What follows belongs to an exercise in optimizing a design on an open flow for small area and a short achievable clock period; a production flow would make more cautious choices.
Only simulation tests tie the RTL to the original design; equivalence was not proved.

==> flow/design.v <==
package qch_pkg;
  typedef enum logic [2:0] {
    Q_RUN,
    Q_REQUEST,
    Q_STOPPED,
    Q_EXIT,
    Q_DENIED,
    Q_CONTINUE
  } qch_state_t;
  localparam int QCH_SYNC_STAGES = 2;
endpackage
module dff2_sync #(
  parameter logic RST_VAL = 1'b1
) (
  input  logic clk,
  input  logic rst_n,
  input  logic d,
  output logic q
);
  logic meta;
  always_ff @(posedge clk or negedge rst_n) begin
    if (!rst_n) begin
      meta <= RST_VAL;
      q    <= RST_VAL;
    end else begin
      meta <= d;
      q    <= meta;
    end
  end
endmodule
module qch_sync_fifo #(
  parameter int DW    = 8,
  parameter int ASIZE = 6
) (
  input  logic          clk,
  input  logic          rst_n,
  input  logic          wr_en,
  input  logic [DW-1:0] wr_data,
  input  logic          rd_en,
  output logic [DW-1:0] rd_data,
  output logic          full,
  output logic          empty
);
  localparam int DEPTH = 1 << ASIZE;
  logic [DW-1:0] mem [DEPTH];
  logic [ASIZE:0] wptr;
  logic [ASIZE:0] rptr;
  logic           do_wr;
  logic           do_rd;
  assign empty = (wptr == rptr);
  assign full  = (wptr[ASIZE] != rptr[ASIZE]) && (wptr[ASIZE-1:0] == rptr[ASIZE-1:0]);
  assign do_wr = wr_en & ~full;
  assign do_rd = rd_en & ~empty;
  always_ff @(posedge clk) begin
    if (do_wr) begin
      mem[wptr[ASIZE-1:0]] <= wr_data;
    end
  end
  always_ff @(posedge clk or negedge rst_n) begin
    if (!rst_n) begin
      wptr    <= '0;
      rptr    <= '0;
      rd_data <= '0;
    end else begin
      if (do_wr) begin
        wptr <= wptr + (ASIZE+1)'(1);
      end
      if (do_rd) begin
        rptr    <= rptr + (ASIZE+1)'(1);
        rd_data <= mem[rptr[ASIZE-1:0]];
      end
    end
  end
endmodule
module qch_device_mc #(
  parameter int NCH          = 4,
  parameter int DW           = 8,
  parameter int ASIZE        = 6,
  parameter int IDLE_HOLD    = 8,
  parameter int DENY_TIMEOUT = 256
) (
  input  logic              clk,
  input  logic              reset_n,
  input  logic              if_wakeup_i,
  input  logic [NCH-1:0]    wr_valid_i,
  input  logic [NCH*DW-1:0] wr_payload_i,
  output logic [NCH-1:0]    wr_ready_o,
  input  logic [NCH-1:0]    rd_valid_i,
  output logic [NCH*DW-1:0] rd_payload_o,
  output logic [NCH-1:0]    rd_empty_o,
  output logic [NCH-1:0]    wr_flush_o,
  input  logic [NCH-1:0]    wr_done_i,
  input  logic              qreqn_i,
  output logic              qacceptn_o,
  output logic              qdeny_o,
  output logic              qactive_o
);
  localparam int CW = (IDLE_HOLD > 0) ? $clog2(IDLE_HOLD + 1) : 1;
  qch_pkg::qch_state_t     state_q;
  qch_pkg::qch_state_t     state_d;
  logic           qreqn_s;
  logic [NCH-1:0] full;
  logic [NCH-1:0] empty;
  logic [NCH-1:0] wr_acc;
  logic [NCH-1:0] flush_q;
  logic [NCH-1:0] flush_done_q;
  logic           wr_open;
  logic           accept_cond;
  logic           deny_cond;
  logic           timeout;
  logic           activity;
  logic           act_q;
  logic [CW-1:0]  hold_cnt;
  dff2_sync #(.RST_VAL(1'b1)) u_qreqn_sync (
    .clk   (clk),
    .rst_n (reset_n),
    .d     (qreqn_i),
    .q     (qreqn_s)
  );
  assign wr_open    = !((state_q == qch_pkg::Q_STOPPED) || (state_q == qch_pkg::Q_EXIT));
  assign wr_ready_o = ~full & {NCH{wr_open}};
  assign wr_acc     = wr_valid_i & wr_ready_o;
  assign rd_empty_o = empty;
  assign wr_flush_o = flush_q;
  for (genvar g = 0; g < NCH; g++) begin : g_ch
    qch_sync_fifo #(.DW(DW), .ASIZE(ASIZE)) u_fifo (
      .clk     (clk),
      .rst_n   (reset_n),
      .wr_en   (wr_acc[g]),
      .wr_data (wr_payload_i[g*DW +: DW]),
      .rd_en   (rd_valid_i[g]),
      .rd_data (rd_payload_o[g*DW +: DW]),
      .full    (full[g]),
      .empty   (empty[g])
    );
  end
  logic unused_cfg;
  assign unused_cfg = |DENY_TIMEOUT;
  assign timeout    = 1'b0;
  assign accept_cond = (&flush_done_q) & (&empty) & ~(|wr_valid_i) & ~(|rd_valid_i) & ~if_wakeup_i;
  assign deny_cond   = if_wakeup_i | (|wr_acc) | timeout;
  always_ff @(posedge clk or negedge reset_n) begin
    if (!reset_n) begin
      state_q <= qch_pkg::Q_RUN;
    end else begin
      state_q <= state_d;
    end
  end
  always_comb begin
    state_d    = state_q;
    qacceptn_o = 1'b1;
    qdeny_o    = 1'b0;
    case (state_q)
      qch_pkg::Q_RUN:      if (!qreqn_s) state_d = qch_pkg::Q_REQUEST;
      qch_pkg::Q_REQUEST: begin
        if (deny_cond)        state_d = qch_pkg::Q_DENIED;
        else if (accept_cond) state_d = qch_pkg::Q_STOPPED;
      end
      qch_pkg::Q_STOPPED: begin
        qacceptn_o = 1'b0;
        if (qreqn_s) state_d = qch_pkg::Q_EXIT;
      end
      qch_pkg::Q_EXIT:     state_d = qch_pkg::Q_RUN;
      qch_pkg::Q_DENIED: begin
        qdeny_o = 1'b1;
        if (qreqn_s) state_d = qch_pkg::Q_CONTINUE;
      end
      qch_pkg::Q_CONTINUE: state_d = qch_pkg::Q_RUN;
      default:    state_d = qch_pkg::Q_RUN;
    endcase
  end
  always_ff @(posedge clk or negedge reset_n) begin
    if (!reset_n) begin
      flush_q      <= '0;
      flush_done_q <= '0;
    end else if (state_q != qch_pkg::Q_REQUEST) begin
      flush_q      <= (state_d == qch_pkg::Q_REQUEST) ? '1 : '0;
      flush_done_q <= '0;
    end else if (state_d != qch_pkg::Q_REQUEST) begin
      flush_q      <= '0;
      flush_done_q <= '0;
    end else begin
      flush_q      <= flush_q & ~wr_done_i;
      flush_done_q <= flush_done_q | wr_done_i;
    end
  end
  assign activity = (|wr_valid_i) | (|rd_valid_i) | ~(&empty);
  always_ff @(posedge clk or negedge reset_n) begin
    if (!reset_n) begin
      act_q    <= 1'b0;
      hold_cnt <= '0;
    end else if (activity) begin
      act_q    <= 1'b1;
      hold_cnt <= CW'(IDLE_HOLD);
    end else if (hold_cnt != '0) begin
      hold_cnt <= hold_cnt - CW'(1);
    end else begin
      act_q <= 1'b0;
    end
  end
  assign qactive_o = if_wakeup_i | act_q;
endmodule
==> flow/run.sh <==
#!/bin/bash
# synth_recipe.tcl (not shown) runs the flow's synth.tcl, then flattens the netlist and writes it again
# the make line also repeats each setting of config.mk as NAME=value (left out here)
make -C /OpenROAD-flow-scripts/flow DESIGN_CONFIG=/design/flow/config.mk WORK_HOME=/design/flow/orfs CLKGATE_MAP_FILE= SYNTH_SCRIPT=/design/flow/synth_recipe.tcl finish
==> flow/config.mk <==
export PLATFORM = sky130hd
export DESIGN_NAME = qch_device_mc
export DESIGN_NICKNAME = qch_device_mc
export VERILOG_FILES = /design/flow/design.v
export SDC_FILE = /design/flow/constraint.sdc
export NUM_CORES = 4
export LEC_CHECK = 0
export CAP_MARGIN = 20
export CORE_MARGIN = 2
export CORE_UTILIZATION = 50
export PLACE_DENSITY = 0.6
export SLEW_MARGIN = 20
==> flow/constraint.sdc <==
create_clock -name core_clock -period 6.0 [get_ports {clk}]
set_input_delay 1.2000 -clock core_clock [delete_from_list [all_inputs] [get_ports {clk}]]
set_output_delay 1.2000 -clock core_clock [all_outputs]
set_load 0.01 [all_outputs]
==> impl_metrics.json <==
{
  "seq_area_sq_um": 64200,
  "drt_iter0_drc": 4845,
  "grt_pass1_vias": 42100,
  "cap_viol_max_count": 0,
  "rsz0062_at_grt": "no",
  "multiInputGateArea_sq_um": 19000,
  "hold_viol": 0,
  "coreArea_sq_um": 169000,
  "drt-total-wl_microns": 203000,
  "dr.pass1.iters": 6,
  "rows": 151,
  "portBuffers": 94,
  "synth-edff-count": 2048,
  "hp-class": "reg -> reg",
  "cts-buffers-inserted": 213,
  "cts.clk_slew.worst_paths_ns": 0.06,
  "p_per_area_nw_per_um2": 464,
  "grt_usage_pct": 23.5,
  "p_leak_nw": 30.3,
  "die_area_sq_um": 173000,
  "vias": 41800,
  "setup_viol": 0,
  "die_h_microns": 416,
  "synth_area_leaders": "edfxtp_1 (73%), mux4_2 (11%), dfrtp_1 (3.1%)",
  "drcViolationCount": 0,
  "cts_root_buf": "clkbuf_16",
  "gp_congestion": 0.810,
  "fin_crit_sh_pct": 83.2,
  "ys_warn_count": 3,
  "report.final.slew_viol_count": 0,
  "synth_cell_type_count": 73,
  "dp_hpwl_microns": 120000,
  "clk_latency_ns": 0.84,
  "cts_tree": "yes",
  "path_class": "reg -> out",
  "nFillCells": 12700,
  "synth_most_common_cell": "edfxtp_1",
  "status": "complete, no violations",
  "final_area_sq_um": 94900,
  "h-tree-depth": 4,
  "crit_fanout": 49,
  "syn_area_per_cell_sq_um": 19.9,
  "synth_area_sq_um": 84700,
  "cts_hold_repair.buffers": 0,
  "clock_sinks": 2154,
  "clk_path_buf_depth": 3,
  "path_cells": "xnor2_1, nand4_1, buf_4, nor3_1, nor2_1, clkdlybuf4s50_1",
  "ys_seq_area_share_pct": 75.7,
  "ios": 95,
  "post-route-min-period_ns": 4.99,
  "detail_route.wl_per_cell_microns": 29.9,
  "synth_flop_cell": "edfxtp_1",
  "dpl-instance-area_sq_um": 87400,
  "postCtsSetupRepairBufs": 0,
  "fin_setup_tns_ns": 0,
  "netlist_instances": 4261,
  "startpoint_type": "flip-flop",
  "antenna_found_initial": 2,
  "synth_commonest_cells": "edfxtp_1 (2,048), mux4_2 (413), nor2_1 (325)",
  "ant_nets": 0,
  "overflow": 0,
  "total_power_w": 0.0440,
  "max_stage_delay_ns": 0.96,
  "yosys.area.top_type": "edfxtp_1",
  "syn2layout_area_growth_pct": 12.0,
  "tightest_slew_ns": 1.19,
  "critPathArrivalTime_ns": 3.79,
  "ctsResizeCount": 0,
  "start_util_pct": 50.2,
  "vias_per_cell": 6.16,
  "synth_top_area_share_pct": 72.6,
  "drive_gt1_share_pct": 20.4,
  "maxSlewHeadroom_pct": 20.6,
  "fin_worst_skew_ns": 0.0313,
  "fin_nets": 4441,
  "timing.fmax_ghz": 0.200,
  "ys_ff_latch": 2154,
  "grt_max_degree": 113,
  "die-width_microns": 416,
  "grt_pass1_wl_microns": 297000,
  "endpoint_kind": "primary output",
  "synth_fp_nets": 4319,
  "required_ns": 4.80,
  "peakVddDrop_mv": 0.322,
  "async_flop_share_pct": 4.92,
  "slowest_stage": "dfrtp_4"
}
-- report_power, final --
group | internal, W | switching, W
Sequential | 0.0173 | 0.00118
Combinational | 0.00485 | 0.00666
Clock | 0.00833 | 0.00569
-- per-layer routing --
layer | vias up | part of all wire [%] | routed length (microns) | global-route usage, %
met5 | - | 0 | 0 | 0
met4 | 0 | 2.4 | 4910 | 6.32
met3 | 286 | 6.5 | 13300 | 3.38
met2 | 1619 | 47 | 96200 | 36.7
met1 | 22200 | 44 | 88600 | 35.1
li1 | 17700 | - | - | -
-- cell type report --
cell class,count,area share (%)
antenna,2,0.00528
sequential,2154,67.7
inverter,14,0.0554
clock inverter,142,1.80
clock buffer,257,6.02
timing repair buffer,168,1.47
multi-input combinational,1832,20.0
tap,2218,2.93
-- registers in the layout, summed over array words and instances, names as in the netlist --
name,count
g_ch.u_fifo.rptr,28
g_ch.u_fifo.mem,2048
g_ch.u_fifo.wptr,28
state_q,3
hold_cnt,4
flush_done_q,4
g_ch.u_fifo.rd_data,32
flush_q,4
u_qreqn_sync.q,1
act_q,1
u_qreqn_sync.meta,1
-- path summary, 6_finish.rpt --
path,start,to,slack (ns),depth (start not counted)
worst max-delay path,g_ch[3].u_fifo.rptr[1]$_DFFE_PN0P_,wr_ready_o[3],1.01,6
worst min-delay path,u_qreqn_sync.meta$_DFF_PN1_,u_qreqn_sync.q$_DFF_PN1_,0.36,0
worst max register to register,g_ch[3].u_fifo.rptr[1]$_DFFE_PN0P_,g_ch[3].u_fifo.mem[33][6]$_DFFE_PP_,1.77,6
worst min register to register,u_qreqn_sync.meta$_DFF_PN1_,u_qreqn_sync.q$_DFF_PN1_,0.36,0
max in group asynchronous,reset_n,g_ch[0].u_fifo.rptr[1]$_DFFE_PN0P_,4.39,2
min in group asynchronous,reset_n,g_ch[1].u_fifo.rd_data[2]$_DFFE_PN0P_,0.37,1
-- stage by stage --
stage / hold WS [ns] / util, % / instances / worst slack (ns)
6_report: 0.358 / 56.2 / 6787 / 1.01
5_1_grt: 0.367 / 56.2 / 6786 / 0.868
4_1_cts: 0.349 / 56.2 / 6785 / 0.812
3_5_place_dp: 0.348 / 51.8 / 6386 / 1.03
3_3_place_gp: 0.346 / 51.8 / 6386 / 1.14
2_1_floorplan: 0.345 / - / 4261 / 3.08
-- cell families after synthesis --
| logic type | Yosys count | share of synthesized area, % |
|---|---|---|
| AO/OA/AOI/OAI | 414 | 3.53 |
| XOR/XNOR | 76 | 0.795 |
| adder cells (fa/ha/maj) | 10 | 0.148 |
| buffers and inverters | 275 | 1.84 |
| flip-flops | 2154 | 75.7 |
| multiplexers | 670 | 14.3 |
| AND/OR/NAND/NOR | 662 | 3.70 |
-- worst max-delay path: cells and delay by family (launching register included) --
family        cells  cell delay, ns
buf+inv           2            0.72
simple gates      3            1.05
flops             1            0.96
xor+xnor          1            0.20
-- cells in the final DEF, fill, tap and decap left out, types with 30 or more instances in the layout --
cell type and instances:
edfxtp_1 2048, mux4_2 413, nor2_1 324, mux2i_1 228, clkbuf_16 220, nand2_1 101, dfrtp_1 93, buf_4 85
a22oi_1 74, nand3_1 66, clkdlybuf4s50_1 61, a21oi_1 55, a211oi_1 51, clkinv_2 50, o21ai_0 45, xnor2_1 44
o22ai_1 37, bufinv_16 36, o221ai_1 34, xor2_1 31, clkbuf_1 30

## separate check: timing with driven ports
The results above use ideal ports. As a check the final layout listed here was re-extracted and re-timed, cells and wires unchanged. Step 1 assumes that a clkbuf_16 drives the clock port and a buf_2 every other input. Step 2 also shifts input and output timing later by t, the mid clock arrival at the registers, as if the neighbouring blocks saw the same clock. Three values: no drivers, after step 1, after step 2; two values: the first two.
t, ns: 0.903
slack for setup (ns): 1.010 / 0.934 / 1.015
worst setup path at the end: input to register
worst register clock-pin slew, ns: 0.07 / 0.07
After both steps this run still meets setup and hold. The setup slack of this run moves by -0.076 ns with the drivers and by +0.005 ns with both steps.
